Background: an optimization exercise with open tools, aiming at small area, a short achievable clock period and few clock cycles. Do not read the settings as production practice.
RTL that was checked went through simulation tests only; none was proved equivalent to the original.
Power figures rest on the tool's default switching activity, not on a simulated workload.

the previous run:
Design sha2_blk_unpack, start of the top module:
module sha2_blk_unpack #(
  parameter int reg_w   = sha2_pkg::REG_W,
  parameter int reg_cnt = sha2_pkg::REG_CNT,
  parameter int dec_w   = sha2_pkg::DEC_W
) (
  input  logic                     clk,
  input  logic                     rst,
  input  logic [reg_cnt*reg_w-1:0] blk,
  input  logic                     blk_vld,
  input  logic                     blk_last,
  output logic                     blk_rdy,
  output logic [reg_w-1:0]         pkt,
  output logic                     pkt_vld,
  input  logic                     pkt_rdy,
  output logic [dec_w-1:0]         idx,
  output logic                     msg_done,
  output logic                     len_err
);
Size: about 2100 cells after synthesis, roughly 590 flip-flops, ~590 I/O pins, ~23000 um2 of cells after synthesis.
==> module sha2_blk_unpack, before the edit <==
module sha2_blk_unpack #(
  parameter int reg_w   = sha2_pkg::REG_W,
  parameter int reg_cnt = sha2_pkg::REG_CNT,
  parameter int dec_w   = sha2_pkg::DEC_W
) (
  input  logic                     clk,
  input  logic                     rst,
  input  logic [reg_cnt*reg_w-1:0] blk,
  input  logic                     blk_vld,
  input  logic                     blk_last,
  output logic                     blk_rdy,
  output logic [reg_w-1:0]         pkt,
  output logic                     pkt_vld,
  input  logic                     pkt_rdy,
  output logic [dec_w-1:0]         idx,
  output logic                     msg_done,
  output logic                     len_err
);
  localparam int CW = reg_w - dec_w - 6;    
  logic [(reg_cnt-1)*reg_w-1:0] buf_q;      
  logic                         ld, ld_n;   
  logic                         ld_d;
  logic [dec_w-1:0]             lst;        
  logic                         fin;        
  logic [CW-1:0]                bcnt;       
  logic [CW-1:0]                bc_t;       
  logic                         pend, pend_err;
  logic                         ra_q, rb_q, rb_ok;    
  logic                         chk_ok;
  logic [dec_w-1:0]             chk_p;
  logic                         take, acc, imm, ra, rb;
  sha2_pad_chk #(.reg_w(reg_w), .reg_cnt(reg_cnt), .dec_w(dec_w)) u_chk (
    .blk  (blk),
    .bcnt (bcnt),
    .ok   (chk_ok),
    .p    (chk_p)
  );
  assign blk_rdy = !rst && pkt_rdy && ld;
  assign acc     = blk_vld && blk_rdy;
  assign take    = pkt_vld && pkt_rdy;
  assign imm     = blk_last && !(chk_ok && chk_p != '0);    
  assign ra      = take && ld && fin;                       
  assign rb      = acc && imm;                              
  logic [reg_cnt-1:1] nx, nx_d;              
  always_ff @(posedge clk) nx <= nx_d;
  always_comb begin
    bc_t[0] = 1'b1;
    for (int i = 1; i < CW; i++) bc_t[i] = bc_t[i-1] & bcnt[i-1];
  end
  logic [reg_w-1:0] pkt_d;
  logic             s_hold, s_blk;
  logic [reg_cnt-1:1] s_buf;
  always_comb begin
    s_hold = !pkt_rdy;
    s_blk  = pkt_rdy && ld;
    for (int k = 1; k < reg_cnt; k++) s_buf[k] = pkt_rdy && nx[k];
    pkt_d = ({reg_w{s_hold}} & pkt) | ({reg_w{s_blk}} & blk[0 +: reg_w]);
    for (int k = 1; k < reg_cnt; k++)
      pkt_d = pkt_d | ({reg_w{s_buf[k]}} & buf_q[(k-1)*reg_w +: reg_w]);
  end
  always_comb begin
    if (rst) ld_d = 1'b1;
    else if (acc) ld_d = blk_last && chk_p <= dec_w'(1);    
    else if (take && !ld) ld_d = idx == lst - dec_w'(1);
    else ld_d = ld || !pkt_vld;
  end
  logic [dec_w-1:0] idx_d;
  always_comb begin
    idx_d = idx;
    if (acc) idx_d = '0;
    else if (take && !ld) idx_d = idx + 1'b1;
    for (int k = 1; k < reg_cnt; k++) nx_d[k] = !ld_d && idx_d == dec_w'(k-1);
  end
  always_ff @(posedge clk) begin
    pkt <= pkt_d;
    for (int k = 1; k < reg_cnt; k++)
      buf_q[(k-1)*reg_w +: reg_w] <= (({reg_w{ld}} & blk[k*reg_w +: reg_w]) |
                                      ({reg_w{ld_n}} & buf_q[(k-1)*reg_w +: reg_w]));
    ld   <= ld_d;
    ld_n <= !ld_d;
    if (acc) begin
      idx <= '0;
      lst <= blk_last ? chk_p - dec_w'(1) : dec_w'(reg_cnt-1);
      fin <= blk_last;
    end else if (take && !ld) begin
      idx <= idx + 1'b1;
    end
    if (rst) begin
      pkt_vld  <= 1'b0;
      msg_done <= 1'b0;
      len_err  <= 1'b0;
      pend     <= 1'b0;
      pend_err <= 1'b0;
      ra_q     <= 1'b0;
      rb_q     <= 1'b0;
      rb_ok    <= 1'b0;
      bcnt     <= '0;
    end else begin
      if (acc) pkt_vld <= !imm;
      else if (take && ld) pkt_vld <= 1'b0;
      bcnt <= (acc && blk_last) ? '0 : bcnt ^ (bc_t & {CW{acc}});
      ra_q     <= ra;
      rb_q     <= rb;
      rb_ok    <= chk_ok;
      msg_done <= pend ? !pend_err : (ra_q || (rb_q && rb_ok));
      len_err  <= pend ? pend_err  : (!ra_q && rb_q && !rb_ok);
      pend     <= rb_q && (pend || ra_q);
      pend_err <= !rb_ok;
    end
  end
endmodule
clock: 6.0 ns
lec_check: 0
cap_margin: 20
core_margin: 2
core_utilization: 50
place_density: 0.65
setup_slack_margin: 3.5
slew_margin: 20
standard.sh (not shown) runs the stock make flow with config.mk's settings and CLKGATE_MAP_FILE= SYNTH_SCRIPT=/design/flow/synth_recipe.tcl, a recipe that flattens the netlist after the stock synthesis.
==> flow/flow/run.sh <==
#!/bin/bash
# The standard layout with three changes to how it is made:
#  - the port buffers are the smallest buffer cell instead of the flow's default delay buffer;
#  - the clock tree uses smaller buffers in larger clusters, without dummy loads;
#  - the pins of the one input-to-output path (rst, pkt_rdy -> blk_rdy) are placed side by side.
# Each tool's output goes to its own log in the work folder.
set -euo pipefail
export BUFFER_PORTS_ARGS="-buffer_cell sky130_fd_sc_hd__buf_1"
export CTS_ARGS="-sink_clustering_enable -repair_clock_nets -dont_use_dummy_load -buf_list {sky130_fd_sc_hd__clkbuf_4 sky130_fd_sc_hd__clkbuf_8} -sink_clustering_size 16 -sink_clustering_max_diameter 60"
export PRE_IO_PLACEMENT_TCL="$(pwd)/flow/io_pins.tcl"
bash standard.sh finish > standard_make.log 2>&1
==> flow/flow/io_pins.tcl <==
# Keep the pins of the combinational path rst/pkt_rdy -> blk_rdy next to each other.
set_io_pin_constraint -group -order -pin_names {pkt_rdy rst blk_rdy}
Testbench counts of the previous run, summed over its fixed seeds: cycles 5,527.
The inputs of the current run differ from those of the previous run as listed below.
-- flow/design.v --
<<< the previous run, line 65
  logic [CW-1:0]                bcnt;       
  logic [CW-1:0]                bc_t;       
  logic                         pend, pend_err;
  logic                         ra_q, rb_q, rb_ok;    
  logic                         chk_ok;
  logic [dec_w-1:0]             chk_p;
>>> the current run, line 65
  logic [CW-1:0]                bcnt;       
  logic [CW-1:0]                bc_t;       
  logic                         rb_q, rb_ok;    
  logic                         chk_ok;
  logic [dec_w-1:0]             chk_p;
<<< the previous run, line 119
    ld   <= ld_d;
    ld_n <= !ld_d;
    if (acc) begin
      idx <= '0;
>>> the current run, line 118
    ld   <= ld_d;
    ld_n <= !ld_d;
    rb_ok <= chk_ok;
    if (acc) begin
      idx <= '0;
<<< the previous run, line 130
      msg_done <= 1'b0;
      len_err  <= 1'b0;
      pend     <= 1'b0;
      pend_err <= 1'b0;
      ra_q     <= 1'b0;
      rb_q     <= 1'b0;
      rb_ok    <= 1'b0;
      bcnt     <= '0;
    end else begin
>>> the current run, line 130
      msg_done <= 1'b0;
      len_err  <= 1'b0;
      rb_q     <= 1'b0;
      bcnt     <= '0;
    end else begin
<<< the previous run, line 140
      else if (take && ld) pkt_vld <= 1'b0;
      bcnt <= (acc && blk_last) ? '0 : bcnt ^ (bc_t & {CW{acc}});
      ra_q     <= ra;
      rb_q     <= rb;
      rb_ok    <= chk_ok;
      msg_done <= pend ? !pend_err : (ra_q || (rb_q && rb_ok));
      len_err  <= pend ? pend_err  : (!ra_q && rb_q && !rb_ok);
      pend     <= rb_q && (pend || ra_q);
      pend_err <= !rb_ok;
    end
  end
>>> the current run, line 136
      else if (take && ld) pkt_vld <= 1'b0;
      bcnt <= (acc && blk_last) ? '0 : bcnt ^ (bc_t & {CW{acc}});
      rb_q     <= rb;
      msg_done <= ra || (rb_q && rb_ok);
      len_err  <= rb_q && !rb_ok;
    end
  end
### Flow results
- Comparing power for the previous run and the current run, the smaller number came from the current run.
- Compared with the previous run, the current run ends up with more cell area.
- The previous run reports its end of the critical path as pkt_vld$_SDFFE_PP0P_ while the current run reports blk_rdy.
- Number of buffer and inverter instances along the worst setup path: the current run vs the previous run up 1
- Diff the previous run -> the current run: final cell count without fillers higher, overall routing resource usage lower, aggregate routed wire length lower, met3 routed wirelength higher, minimum clock period lower.
- Number of buffers outside the clock class in the layout for the current run: 2.4% up relative to the previous run
- Comparing the previous run and the current run, setup slack is lower on the previous run.
- Taking the previous run as the reference, in the current run number of distinct standard cells referenced by the synthesized netlist went down by about 19%; number of antenna repair diodes went up by 11; total stage count of the critical path went down by 5.
Testbench counts of the current run, summed over its fixed seeds: cycles 5,521.

north:
sha2_blk_unpack again, from the RTL that the note above started with.
Settings: LEC_CHECK=0, CAP_MARGIN=20, CORE_MARGIN=2, CORE_UTILIZATION=50, PLACE_DENSITY=0.65, SETUP_SLACK_MARGIN=3.3, SLEW_MARGIN=20; clock period 6.0 ns.
Scripts as last shown in full above: flow/flow/run.sh, flow/flow/io_pins.tcl
Having completed the whole flow, north delivered a layout that passed the timing, design-rule and antenna checks.
Testbench counts of north, summed over its fixed seeds: cycles 5,527.
> inputs changed (north -> south)
--- a/flow/design.v
+++ b/flow/design.v
@@ -66,6 +66,7 @@
   logic [CW-1:0]                bc_t;       
   logic                         pend, pend_err;
   logic                         ra_q, rb_q, rb_ok;    
+  logic                         vq, okq;    
   logic                         chk_ok;
   logic [dec_w-1:0]             chk_p;
   logic                         take, acc, imm, ra, rb;
@@ -76,6 +77,7 @@
     .p    (chk_p)
   );
   assign blk_rdy = !rst && pkt_rdy && ld;
+  assign pkt_vld = vq && okq;
   assign acc     = blk_vld && blk_rdy;
   assign take    = pkt_vld && pkt_rdy;
   assign imm     = blk_last && !(chk_ok && chk_p != '0);    
@@ -118,6 +120,8 @@
                                       ({reg_w{ld_n}} & buf_q[(k-1)*reg_w +: reg_w]));
     ld   <= ld_d;
     ld_n <= !ld_d;
+    if (acc) okq <= !blk_last || chk_ok;
+    rb_ok <= chk_ok;
     if (acc) begin
       idx <= '0;
       lst <= blk_last ? chk_p - dec_w'(1) : dec_w'(reg_cnt-1);
@@ -126,22 +130,20 @@
       idx <= idx + 1'b1;
     end
     if (rst) begin
-      pkt_vld  <= 1'b0;
+      vq       <= 1'b0;
       msg_done <= 1'b0;
       len_err  <= 1'b0;
       pend     <= 1'b0;
       pend_err <= 1'b0;
       ra_q     <= 1'b0;
       rb_q     <= 1'b0;
-      rb_ok    <= 1'b0;
       bcnt     <= '0;
     end else begin
-      if (acc) pkt_vld <= !imm;
-      else if (take && ld) pkt_vld <= 1'b0;
+      if (acc) vq <= !(blk_last && chk_p == '0);
+      else if (take && ld) vq <= 1'b0;
       bcnt <= (acc && blk_last) ? '0 : bcnt ^ (bc_t & {CW{acc}});
       ra_q     <= ra;
       rb_q     <= rb;
-      rb_ok    <= chk_ok;
       msg_done <= pend ? !pend_err : (ra_q || (rb_q && rb_ok));
       len_err  <= pend ? pend_err  : (!ra_q && rb_q && !rb_ok);
       pend     <= rb_q && (pend || ra_q);
Notes after the runs:
There was hardly any difference in biggest cell delay along the critical path between north and south. south vs north: area taken by multi-input logic gates up by a few percent. Higher final clock period utilization by the worst path goes to south over north. Between north and south, flip-flop and latch share of the layout cell area is higher for north, south comes in under that. The post-CTS setup repair buffer count of south exceeds that of north by 3. south reports a higher register-to-register slack than north does. Between north and south, post-synthesis area per instance decreased. Max post-synthesis simple-gate area fraction across north and south: south. south: minimum setup slack in the final design 0.081 ns below north. north: full flow OK, the timing, design-rule and antenna checks passed. south finished end to end and its layout was clean on timing, DRC and antenna. Compared with north, average via count per standard cell in south decreased slightly.
The RTL of south was laid out without a check of its function.

The RTL this note starts from:
==> flow/design.v <==
package sha2_pkg;
  localparam int REG_W   = 64;
  localparam int REG_CNT = 8;
  localparam int DEC_W   = 3;
  localparam int BLK_W   = REG_W * REG_CNT;
  localparam logic [63:0] SHA2_PAD_WORD = 64'h8000_0000_0000_0000;
  typedef enum logic [1:0] {
    IDLE = 2'd0,
    CHK  = 2'd1,
    SEND = 2'd2
  } state_t;
endpackage
module sha2_pad_chk #(
  parameter int reg_w   = sha2_pkg::REG_W,
  parameter int reg_cnt = sha2_pkg::REG_CNT,
  parameter int dec_w   = sha2_pkg::DEC_W
) (
  input  logic [reg_cnt*reg_w-1:0]  blk,
  input  logic [reg_w-dec_w-7:0]    bcnt,
  output logic                      ok,
  output logic [dec_w-1:0]          p
);
  localparam int LW = $clog2(reg_w);
  localparam int NW = reg_cnt - 1;
  logic [reg_w-1:0] len;
  logic [NW-1:0]    z, t;       
  logic             pad_ok;
  always_comb begin
    len = blk[(reg_cnt-1)*reg_w +: reg_w];
    p   = len[LW +: dec_w];
    for (int i = 0; i < NW; i++) begin
      z[i] = (blk[i*reg_w +: reg_w-1] == '0);
      t[i] = blk[i*reg_w + reg_w-1];
    end
    pad_ok = (p != dec_w'(NW));
    for (int i = 0; i < NW; i++)
      if (!(p > dec_w'(i)) && !(z[i] && (t[i] == (p == dec_w'(i))))) pad_ok = 1'b0;
    ok = pad_ok && (len[LW-1:0] == '0) && (len[reg_w-1:LW+dec_w] == bcnt);
  end
endmodule
module sha2_blk_unpack #(
  parameter int reg_w   = sha2_pkg::REG_W,
  parameter int reg_cnt = sha2_pkg::REG_CNT,
  parameter int dec_w   = sha2_pkg::DEC_W
) (
  input  logic                     clk,
  input  logic                     rst,
  input  logic [reg_cnt*reg_w-1:0] blk,
  input  logic                     blk_vld,
  input  logic                     blk_last,
  output logic                     blk_rdy,
  output logic [reg_w-1:0]         pkt,
  output logic                     pkt_vld,
  input  logic                     pkt_rdy,
  output logic [dec_w-1:0]         idx,
  output logic                     msg_done,
  output logic                     len_err
);
  localparam int CW = reg_w - dec_w - 6;    
  logic [(reg_cnt-1)*reg_w-1:0] buf_q;      
  logic                         ld, ld_n;   
  logic                         ld_d;
  logic [dec_w-1:0]             lst;        
  logic                         fin;        
  logic [CW-1:0]                bcnt;       
  logic [CW-1:0]                bc_t;       
  logic                         rb_q, rb_ok;    
  logic                         chk_ok;
  logic [dec_w-1:0]             chk_p;
  logic                         take, acc, imm, ra, rb;
  sha2_pad_chk #(.reg_w(reg_w), .reg_cnt(reg_cnt), .dec_w(dec_w)) u_chk (
    .blk  (blk),
    .bcnt (bcnt),
    .ok   (chk_ok),
    .p    (chk_p)
  );
  assign blk_rdy = !rst && pkt_rdy && ld;
  assign acc     = blk_vld && blk_rdy;
  assign take    = pkt_vld && pkt_rdy;
  assign imm     = blk_last && !(chk_ok && chk_p != '0);    
  assign ra      = take && ld && fin;                       
  assign rb      = acc && imm;                              
  logic [reg_cnt-1:1] nx, nx_d;              
  always_ff @(posedge clk) nx <= nx_d;
  always_comb begin
    bc_t[0] = 1'b1;
    for (int i = 1; i < CW; i++) bc_t[i] = bc_t[i-1] & bcnt[i-1];
  end
  logic [reg_w-1:0] pkt_d;
  logic             s_hold, s_blk;
  logic [reg_cnt-1:1] s_buf;
  always_comb begin
    s_hold = !pkt_rdy;
    s_blk  = pkt_rdy && ld;
    for (int k = 1; k < reg_cnt; k++) s_buf[k] = pkt_rdy && nx[k];
    pkt_d = ({reg_w{s_hold}} & pkt) | ({reg_w{s_blk}} & blk[0 +: reg_w]);
    for (int k = 1; k < reg_cnt; k++)
      pkt_d = pkt_d | ({reg_w{s_buf[k]}} & buf_q[(k-1)*reg_w +: reg_w]);
  end
  always_comb begin
    if (rst) ld_d = 1'b1;
    else if (acc) ld_d = blk_last && chk_p <= dec_w'(1);    
    else if (take && !ld) ld_d = idx == lst - dec_w'(1);
    else ld_d = ld || !pkt_vld;
  end
  logic [dec_w-1:0] idx_d;
  always_comb begin
    idx_d = idx;
    if (acc) idx_d = '0;
    else if (take && !ld) idx_d = idx + 1'b1;
    for (int k = 1; k < reg_cnt; k++) nx_d[k] = !ld_d && idx_d == dec_w'(k-1);
  end
  always_ff @(posedge clk) begin
    pkt <= pkt_d;
    for (int k = 1; k < reg_cnt; k++)
      buf_q[(k-1)*reg_w +: reg_w] <= (({reg_w{ld}} & blk[k*reg_w +: reg_w]) |
                                      ({reg_w{ld_n}} & buf_q[(k-1)*reg_w +: reg_w]));
    ld   <= ld_d;
    ld_n <= !ld_d;
    rb_ok <= chk_ok;
    if (acc) begin
      idx <= '0;
      lst <= blk_last ? chk_p - dec_w'(1) : dec_w'(reg_cnt-1);
      fin <= blk_last;
    end else if (take && !ld) begin
      idx <= idx + 1'b1;
    end
    if (rst) begin
      pkt_vld  <= 1'b0;
      msg_done <= 1'b0;
      len_err  <= 1'b0;
      rb_q     <= 1'b0;
      bcnt     <= '0;
    end else begin
      if (acc) pkt_vld <= !imm;
      else if (take && ld) pkt_vld <= 1'b0;
      bcnt <= (acc && blk_last) ? '0 : bcnt ^ (bc_t & {CW{acc}});
      rb_q     <= rb;
      msg_done <= ra || (rb_q && rb_ok);
      len_err  <= rb_q && !rb_ok;
    end
  end
endmodule
Settings: LEC_CHECK=0, CAP_MARGIN=20, CORE_MARGIN=2, CORE_UTILIZATION=50, PLACE_DENSITY=0.65, SETUP_SLACK_MARGIN=3.4, SLEW_MARGIN=20; clock period 6.0 ns.
Scripts as last shown in full above: flow/flow/run.sh, flow/flow/io_pins.tcl
Testbench counts at the start, summed over its fixed seeds: cycles 5,521.
Then changed:
--- a/flow/design.v
+++ b/flow/design.v
@@ -62,10 +62,11 @@
   logic                         ld_d;
   logic [dec_w-1:0]             lst;        
   logic                         fin;        
   logic [CW-1:0]                bcnt;       
   logic [CW-1:0]                bc_t;       
+  logic                         vq, okq;    
   logic                         rb_q, rb_ok;    
   logic                         chk_ok;
   logic [dec_w-1:0]             chk_p;
   logic                         take, acc, imm, ra, rb;
   sha2_pad_chk #(.reg_w(reg_w), .reg_cnt(reg_cnt), .dec_w(dec_w)) u_chk (
@@ -73,20 +74,23 @@
     .bcnt (bcnt),
     .ok   (chk_ok),
     .p    (chk_p)
   );
   assign blk_rdy = !rst && pkt_rdy && ld;
-  assign acc     = blk_vld && blk_rdy;
+  assign pkt_vld = vq && okq;
+  assign acc     = blk_vld && pkt_rdy && ld;
   assign take    = pkt_vld && pkt_rdy;
   assign imm     = blk_last && !(chk_ok && chk_p != '0);    
   assign ra      = take && ld && fin;                       
   assign rb      = acc && imm;                              
   logic [reg_cnt-1:1] nx, nx_d;              
   always_ff @(posedge clk) nx <= nx_d;
   always_comb begin
-    bc_t[0] = 1'b1;
-    for (int i = 1; i < CW; i++) bc_t[i] = bc_t[i-1] & bcnt[i-1];
+    for (int i = 0; i < CW; i++) begin
+      bc_t[i] = 1'b1;
+      for (int j = 0; j < i; j++) bc_t[i] = bc_t[i] & bcnt[j];
+    end
   end
   logic [reg_w-1:0] pkt_d;
   logic             s_hold, s_blk;
   logic [reg_cnt-1:1] s_buf;
   always_comb begin
@@ -116,26 +120,27 @@
       buf_q[(k-1)*reg_w +: reg_w] <= (({reg_w{ld}} & blk[k*reg_w +: reg_w]) |
                                       ({reg_w{ld_n}} & buf_q[(k-1)*reg_w +: reg_w]));
     ld   <= ld_d;
     ld_n <= !ld_d;
     rb_ok <= chk_ok;
+    if (acc) okq <= !blk_last || chk_ok;
     if (acc) begin
       idx <= '0;
       lst <= blk_last ? chk_p - dec_w'(1) : dec_w'(reg_cnt-1);
       fin <= blk_last;
     end else if (take && !ld) begin
       idx <= idx + 1'b1;
     end
     if (rst) begin
-      pkt_vld  <= 1'b0;
+      vq       <= 1'b0;
       msg_done <= 1'b0;
       len_err  <= 1'b0;
       rb_q     <= 1'b0;
       bcnt     <= '0;
     end else begin
-      if (acc) pkt_vld <= !imm;
-      else if (take && ld) pkt_vld <= 1'b0;
+      if (acc) vq <= !(blk_last && chk_p == '0);
+      else if (take && ld) vq <= 1'b0;
       bcnt <= (acc && blk_last) ? '0 : bcnt ^ (bc_t & {CW{acc}});
       rb_q     <= rb;
       msg_done <= ra || (rb_q && rb_ok);
       len_err  <= rb_q && !rb_ok;
     end
Result: The changed run completed with no timing, DRC or antenna violations. Utilization goes down by 0.36 points. Wire length goes up by 6.0%. Setup slack got worse by 90 ps. Power goes up by 3.6%. Synthesized cell count goes up by about 1.2%. Die area goes up by 0.50%. Sequential share of layout area goes up by 0.29 points. Global-route usage goes up by 2.1 points. Via count goes up by 2.1%. Clock-buffer cell count goes up by 1. Sequential power goes up by about 2%.
Function not checked in the second run of this note: the RTL went through the layout flow alone.

==> separate check: timing with driven ports <==
No port has a modelled driver above. Below, the same layouts with a new extraction and two added sets of constraints. Step 1 assumes that a clkbuf_16 drives the clock port and a buf_2 every other input. Step 2 adds t to the input delays and takes it off the output delays; t is the mean of the earliest and latest rising clock arrival at the registers after step 1. Input paths then give back, and output paths get back, about the clock's delay inside the block. a / b / c = no drivers / after step 1 / after step 2; a / b = the first two.
run	shift t [ns]	setup WS [ns]	hold slack, ns	latest minus earliest clock arrival (ns)
the previous run	0.716	3.120 / 3.153 / 2.437	0.480 / 0.480 / 0.480	0.046 / 0.046
the current run	0.714	3.290 / 3.232 / 2.628	0.446 / 0.446 / 0.446	0.069 / 0.068
north	0.705	3.167 / 3.178 / 2.502	0.468 / 0.468 / 0.468	0.057 / 0.056
south	0.720	3.086 / 3.123 / 2.404	0.468 / 0.468 / 0.468	0.060 / 0.059
the first run of note 3	0.708	3.238 / 3.184 / 2.569	0.466 / 0.466 / 0.466	0.034 / 0.034
the second run of note 3	0.716	3.148 / 3.099 / 2.469	0.479 / 0.479 / 0.479	0.049 / 0.050
After both steps setup and hold are still met in every run listed. The setup slack of the previous run, which loses most, moves by +0.033 ns with the drivers and by -0.683 ns with both steps.
